Source: an optimization exercise on an open RTL-to-GDS flow (aim: small area). Production flows keep margins and buffers that such runs may drop.
Function was checked by simulation only, so behaviour that the tests miss may differ from the original.
Power figures rest on the tool's default switching activity, not on a simulated workload.

==> flow/design.v <==
package bp_pkg;
    localparam int BP_ADDR_W   = 16;
    localparam int BP_IDX_W    = 6;
    localparam int BP_TAG_W    = 4;
    localparam int BP_CTR_W    = 2;
    localparam int BP_INFLIGHT = 4;
    localparam logic [BP_CTR_W-1:0] BP_CTR_THR = BP_CTR_W'(1) << (BP_CTR_W - 1);
    function automatic logic [BP_CTR_W-1:0] ctr_inc(input logic [BP_CTR_W-1:0] c);
        ctr_inc = (c == '1) ? c : c + BP_CTR_W'(1);
    endfunction
    function automatic logic [BP_CTR_W-1:0] ctr_dec(input logic [BP_CTR_W-1:0] c);
        ctr_dec = (c == '0) ? c : c - BP_CTR_W'(1);
    endfunction
endpackage
module btb_predictor (
    input  logic        clk,
    input  logic        reset_n,
    input  logic        lk_valid,
    input  logic [15:0] lk_pc,
    output logic        lk_ready,
    output logic        pred_taken,
    output logic [15:0] pred_target,
    input  logic        rs_valid,
    input  logic        rs_taken,
    input  logic [15:0] rs_target,
    output logic        mispredict,
    output logic        mp_target,
    output logic [15:0] redirect_pc,
    output logic        rs_orphan
);
    localparam int ENTRIES = 64;
    localparam int DEPTH   = 4;
    logic [ENTRIES-1:0] tbl_ctr1;                  
    logic [ENTRIES-1:0] tbl_tgt0;                  
    logic [ENTRIES-1:0] tbl_ctr0;                  
    logic [3:0]         tbl_tag    [0:ENTRIES-1];
    logic [15:1]        tbl_target [0:ENTRIES-1];
    logic [15:0] q_pc    [0:DEPTH-1];
    logic        q_pt    [0:DEPTH-1];
    logic [15:0] q_ptgt  [0:DEPTH-1];
    logic        q_hit   [0:DEPTH-1];    
    logic        q_ctr0  [0:DEPTH-1];    
    logic [2:0]  wr_ptr, rd_ptr;
    logic q_empty, q_full;
    assign q_empty = (wr_ptr == rd_ptr);
    assign q_full  = (wr_ptr[1:0] == rd_ptr[1:0]) & (wr_ptr[2] != rd_ptr[2]);
    logic [15:0] h_pc, h_ptgt;
    logic        h_pt, h_hit;
    logic [1:0]  h_ctr;
    assign h_pc   = q_pc[rd_ptr[1:0]];
    assign h_pt   = q_pt[rd_ptr[1:0]];
    assign h_ptgt = q_ptgt[rd_ptr[1:0]];
    assign h_hit  = q_hit[rd_ptr[1:0]];
    assign h_ctr  = {h_pt, q_ctr0[rd_ptr[1:0]]};
    logic fire, tgt_wrong, mispredict_i, ctr_we, tgt_we, t0_new;
    logic [1:0] ctr_new;
    assign fire         = rs_valid & ~q_empty;
    assign tgt_wrong    = h_pt & rs_taken & (h_ptgt != rs_target);
    assign mispredict_i = fire & ((h_pt != rs_taken) | tgt_wrong);
    assign tgt_we       = fire & rs_taken;
    assign ctr_we       = fire & (rs_taken | h_hit);
    assign ctr_new      = rs_taken ? (h_hit ? bp_pkg::ctr_inc(h_ctr) : bp_pkg::BP_CTR_THR)
                                   : bp_pkg::ctr_dec(h_ctr);
    assign t0_new       = ctr_new[1] & (rs_taken ? rs_target[0] : h_ptgt[0]);
    assign mispredict  = mispredict_i;
    assign mp_target   = fire & tgt_wrong;
    assign redirect_pc = !fire ? '0 : (rs_taken ? rs_target : h_pc);
    assign rs_orphan   = rs_valid & q_empty;
    logic [7:0] whi_n, wlo_t_n, wlo_c_n;
    logic [ENTRIES-1:0] we_t, we_c;
    bp_dec3n u_whi  (.a(h_pc[5:3]), .y_n(whi_n));
    bp_dec3n_en u_wlo (.a(h_pc[2:0]), .en({ctr_we, tgt_we}), .y_n({wlo_c_n, wlo_t_n}));
    for (genvar i = 0; i < ENTRIES; i++) begin : g_we
        bp_nor2 u_t (.a(wlo_t_n[i%8]), .b(whi_n[i/8]), .y(we_t[i]));
    end
    logic        lk_hit, lk_push, pred_taken_i, rd_valid;
    logic [3:0]  rd_tag;
    logic [1:0]  lk_ctr;
    logic [15:0] lk_tgt;
    logic [7:0] rhi_n, rlo_n;
    logic [ENTRIES-1:0] lk_sel;
    bp_dec3n u_rhi (.a(lk_pc[5:3]), .y_n(rhi_n));
    bp_dec3n u_rlo (.a(lk_pc[2:0]), .y_n(rlo_n));
    for (genvar i = 0; i < ENTRIES; i++) begin : g_sel
        bp_nor2 u_s (.a(rlo_n[i%8]), .b(rhi_n[i/8]), .y(lk_sel[i]));
    end
    for (genvar b = 0; b < 22; b++) begin : g_rd
        logic [ENTRIES-1:0] col;
        for (genvar i = 0; i < ENTRIES; i++) begin : g_col
            if (b < 4)       assign col[i] = tbl_tag[i][b];
            else if (b == 4) assign col[i] = tbl_ctr0[i];
            else if (b == 5) assign col[i] = tbl_ctr1[i];
            else if (b == 6) assign col[i] = tbl_tgt0[i];
            else             assign col[i] = tbl_target[i][b-6];
        end
        logic q;
        bp_rd_bit u_rd (.sel(lk_sel), .d(col), .q(q));
        if (b < 4)       assign rd_tag[b] = q;
        else if (b == 4) assign lk_ctr[0] = q;
        else if (b == 5) assign lk_ctr[1] = q;
        else             assign lk_tgt[b-6] = q;
    end
    assign rd_valid     = lk_ctr[1] | ~lk_tgt[0];
    assign lk_hit       = rd_valid & (rd_tag == lk_pc[9:6]);
    assign lk_push      = lk_valid & ~q_full & ~mispredict_i;
    assign pred_taken_i = lk_push & lk_hit & lk_ctr[1];
    assign lk_ready    = ~q_full;
    assign pred_taken  = pred_taken_i;
    assign pred_target = pred_taken_i ? lk_tgt : '0;
    logic       lk_same;
    logic       lk_ctr0_n;
    assign lk_same   = (lk_pc[5:0] == h_pc[5:0]);
    assign lk_ctr0_n = (ctr_we & lk_same) ? ctr_new[0] : lk_ctr[0];
    always_ff @(posedge clk or negedge reset_n) begin
        if (!reset_n) begin
            wr_ptr <= '0;
            rd_ptr <= '0;
        end else if (mispredict_i) begin
            wr_ptr <= '0;
            rd_ptr <= '0;
        end else begin
            if (lk_push) wr_ptr <= wr_ptr + 3'd1;
            if (fire)    rd_ptr <= rd_ptr + 3'd1;
        end
    end
    logic [ENTRIES-1:0] ctr1_d, tgt0_d;
    for (genvar i = 0; i < ENTRIES; i++) begin : g_rst
        bp_hold2 u_h (.lo_n(wlo_c_n[i%8]), .hi_n(whi_n[i/8]),
                      .q0(tbl_ctr1[i]), .d0(ctr_new[1]), .q1(tbl_tgt0[i]), .d1(t0_new),
                      .y0(ctr1_d[i]), .y1(tgt0_d[i]), .sel(we_c[i]));
    end
    always_ff @(posedge clk or negedge reset_n) begin
        if (!reset_n) begin
            tbl_ctr1 <= '0;
            tbl_tgt0 <= '1;
        end else begin
            tbl_ctr1 <= ctr1_d;
            tbl_tgt0 <= tgt0_d;
        end
    end
    for (genvar i = 0; i < ENTRIES; i++) begin : g_tbl
        always_ff @(posedge clk) begin
            if (we_t[i]) begin
                tbl_target[i] <= rs_target[15:1];
                tbl_tag[i]    <= h_pc[9:6];
            end
            if (we_c[i]) tbl_ctr0[i] <= ctr_new[0];
        end
    end
    for (genvar j = 0; j < DEPTH; j++) begin : g_q
        logic push_j, same_j;
        assign push_j = lk_push & (wr_ptr[1:0] == 2'(j));
        assign same_j = (q_pc[j][5:0] == h_pc[5:0]);
        always_ff @(posedge clk) begin
            if (push_j) begin
                q_pc[j]   <= lk_pc;
                q_pt[j]   <= pred_taken_i;
                q_ptgt[j] <= lk_tgt;
                q_hit[j]  <= lk_hit;
                q_ctr0[j] <= lk_ctr0_n;
            end else if (ctr_we & same_j) begin
                q_ctr0[j] <= ctr_new[0];
            end
        end
    end
endmodule
module bp_rd_bit (
    input  logic [63:0] sel,
    input  logic [63:0] d,
    output logic        q
);
    logic [21:0] t;
    for (genvar k = 0; k < 21; k++) begin : g_grp
        bp_aoi222 u (.a0(sel[3*k]),   .b0(d[3*k]),
                     .a1(sel[3*k+1]), .b1(d[3*k+1]),
                     .a2(sel[3*k+2]), .b2(d[3*k+2]), .y(t[k]));
    end
    bp_nand2 u_last (.a(sel[63]), .b(d[63]), .y(t[21]));
    bp_nand22 u_or (.a(t), .y(q));
endmodule
module bp_dec3n (
    input  logic [2:0] a,
    output logic [7:0] y_n
);
    logic [2:0] a_n;
    for (genvar b = 0; b < 3; b++) begin : g_inv
        bp_inv u (.a(a[b]), .y(a_n[b]));
    end
    for (genvar k = 0; k < 8; k++) begin : g_dec
        bp_nand3 u (.a(k[0] ? a[0] : a_n[0]), .b(k[1] ? a[1] : a_n[1]),
                    .c(k[2] ? a[2] : a_n[2]), .y(y_n[k]));
    end
endmodule
module bp_dec3n_en (
    input  logic [2:0]  a,
    input  logic [1:0]  en,
    output logic [15:0] y_n
);
    logic [2:0] a_n;
    for (genvar b = 0; b < 3; b++) begin : g_inv
        bp_inv u (.a(a[b]), .y(a_n[b]));
    end
    for (genvar e = 0; e < 2; e++) begin : g_en
        for (genvar k = 0; k < 8; k++) begin : g_dec
            bp_nand4 u (.a(k[0] ? a[0] : a_n[0]), .b(k[1] ? a[1] : a_n[1]),
                        .c(k[2] ? a[2] : a_n[2]), .d(en[e]), .y(y_n[8*e+k]));
        end
    end
endmodule
module bp_hold2 (
    input  logic lo_n, hi_n, q0, d0, q1, d1,
    output logic y0, y1, sel
);
    assign sel = ~(lo_n | hi_n);
    assign y0  = sel ? d0 : q0;
    assign y1  = sel ? d1 : q1;
endmodule
module bp_inv (
    input  logic a,
    output logic y
);
    assign y = ~a;
endmodule
module bp_nand3 (
    input  logic a, b, c,
    output logic y
);
    assign y = ~(a & b & c);
endmodule
module bp_nand4 (
    input  logic a, b, c, d,
    output logic y
);
    assign y = ~(a & b & c & d);
endmodule
module bp_aoi222 (
    input  logic a0, b0, a1, b1, a2, b2,
    output logic y
);
    assign y = ~((a0 & b0) | (a1 & b1) | (a2 & b2));
endmodule
module bp_nand2 (
    input  logic a, b,
    output logic y
);
    assign y = ~(a & b);
endmodule
module bp_nor2 (
    input  logic a, b,
    output logic y
);
    assign y = ~(a | b);
endmodule
module bp_nand22 (
    input  logic [21:0] a,
    output logic        y
);
    assign y = ~&a;
endmodule
clock: 10.0 ns
lec_check: 0
cap_margin: 20
core_margin: 2
core_utilization: 62
cts_buf_list: sky130_fd_sc_hd__clkbuf_8
cts_cluster_diameter: 120
cts_cluster_size: 15
place_density: 0.75
setup_slack_margin: 0
slew_margin: 20
synth_hierarchical: 1
synth_minimum_keep_size: 0
standard.sh (not shown) runs the stock make flow with config.mk's settings and CLKGATE_MAP_FILE= SYNTH_SCRIPT=/design/flow/synth_recipe.tcl, a recipe that flattens the netlist after the stock synthesis.
==> flow/flow/run.sh <==
#!/bin/bash
# Layout flow: the standard flow (standard.sh) for every step, with two changes:
#  * clock tree synthesis without dummy loads, clkbuf_8 leaf buffers, clusters of 15 sinks;
#  * port buffers use sky130_fd_sc_hd__buf_1 (every input and output port still gets one).
# The whole output of the flow goes to flow_standard.log in the work folder; ORFS's own
# per-step logs are under orfs/logs/.
set -euo pipefail
CTS="-sink_clustering_enable -repair_clock_nets -dont_use_dummy_load"
CTS="$CTS -buf_list sky130_fd_sc_hd__clkbuf_8 -sink_clustering_size 15 -sink_clustering_max_diameter 120"
bash standard.sh "CTS_ARGS=$CTS" "BUFFER_PORTS_ARGS=-buffer_cell sky130_fd_sc_hd__buf_1" finish \
    > flow_standard.log 2>&1
==> next run, changes <==
--- a/flow/design.v
+++ b/flow/design.v
@@ -75,16 +75,16 @@
     end
     logic        lk_hit, lk_push, pred_taken_i, rd_valid;
     logic [3:0]  rd_tag;
     logic [1:0]  lk_ctr;
     logic [15:0] lk_tgt;
-    logic [7:0] rhi_n, rlo_n;
+    logic [7:0] rhi, rlo;
     logic [ENTRIES-1:0] lk_sel;
-    bp_dec3n u_rhi (.a(lk_pc[5:3]), .y_n(rhi_n));
-    bp_dec3n u_rlo (.a(lk_pc[2:0]), .y_n(rlo_n));
+    bp_dec3 u_rhi (.a(lk_pc[5:3]), .y(rhi));
+    bp_dec3 u_rlo (.a(lk_pc[2:0]), .y(rlo));
     for (genvar i = 0; i < ENTRIES; i++) begin : g_sel
-        bp_nor2 u_s (.a(rlo_n[i%8]), .b(rhi_n[i/8]), .y(lk_sel[i]));
+        bp_and2 u_s (.a(rlo[i%8]), .b(rhi[i/8]), .y(lk_sel[i]));
     end
     for (genvar b = 0; b < 22; b++) begin : g_rd
         logic [ENTRIES-1:0] col;
         for (genvar i = 0; i < ENTRIES; i++) begin : g_col
             if (b < 4)       assign col[i] = tbl_tag[i][b];
@@ -189,10 +189,35 @@
     for (genvar k = 0; k < 8; k++) begin : g_dec
         bp_nand3 u (.a(k[0] ? a[0] : a_n[0]), .b(k[1] ? a[1] : a_n[1]),
                     .c(k[2] ? a[2] : a_n[2]), .y(y_n[k]));
     end
 endmodule
+module bp_dec3 (
+    input  logic [2:0] a,
+    output logic [7:0] y
+);
+    logic [2:0] a_n;
+    for (genvar b = 0; b < 3; b++) begin : g_inv
+        bp_inv u (.a(a[b]), .y(a_n[b]));
+    end
+    for (genvar k = 0; k < 8; k++) begin : g_dec
+        bp_and3 u (.a(k[0] ? a[0] : a_n[0]), .b(k[1] ? a[1] : a_n[1]),
+                   .c(k[2] ? a[2] : a_n[2]), .y(y[k]));
+    end
+endmodule
+module bp_and2 (
+    input  logic a, b,
+    output logic y
+);
+    assign y = a & b;
+endmodule
+module bp_and3 (
+    input  logic a, b, c,
+    output logic y
+);
+    assign y = a & b & c;
+endmodule
 module bp_dec3n_en (
     input  logic [2:0]  a,
     input  logic [1:0]  en,
     output logic [15:0] y_n
 );
Cell count fell by 0.99%.
Via count fell by 0.65%.
Sequential power hardly moves.
Count of clock-buffer cells in the layout is unchanged.
Cell area shrinks by 0.31%.
Setup slack degrades by 160 ps.
Non-clock buffer count drops by 44.
Sequential share of layout area went up by 0.23 points.
Total power increases by 0.54%.
Die area rose by 0.31%.
Area after synthesis grows by about 0.3%.
Global-route usage increases by 0.59 points.

==> afterwards: timing with drivers on the ports <==
In the flow no input, the clock included, has a driving cell. The finished layouts below were timed again as built, in two steps.
Step 1 sets driving cells, clkbuf_16 on the clock port and buf_2 on the other inputs (assumed; they add their load-dependent delay and slew).
Step 2 times the ports against the registers' clock, not the clock port: input delays grow and output delays shrink by t, the midpoint of the rising clock arrivals with the driver on.
a / b / c = ideal ports / drivers / drivers and shift; a / b = the first two.
run | t (ns) | setup WS [ns] | latest minus earliest clock arrival (ns)
the first run | 0.855 | 0.699 / 0.618 / 0.618 | 0.064 / 0.065
the second run | 0.855 | 0.544 / 0.519 / 0.519 | 0.069 / 0.069
After both steps every run listed still meets setup and hold. For the first run, which loses most, drivers alone change the setup slack by -0.081 ns; drivers and shift together by -0.081 ns.
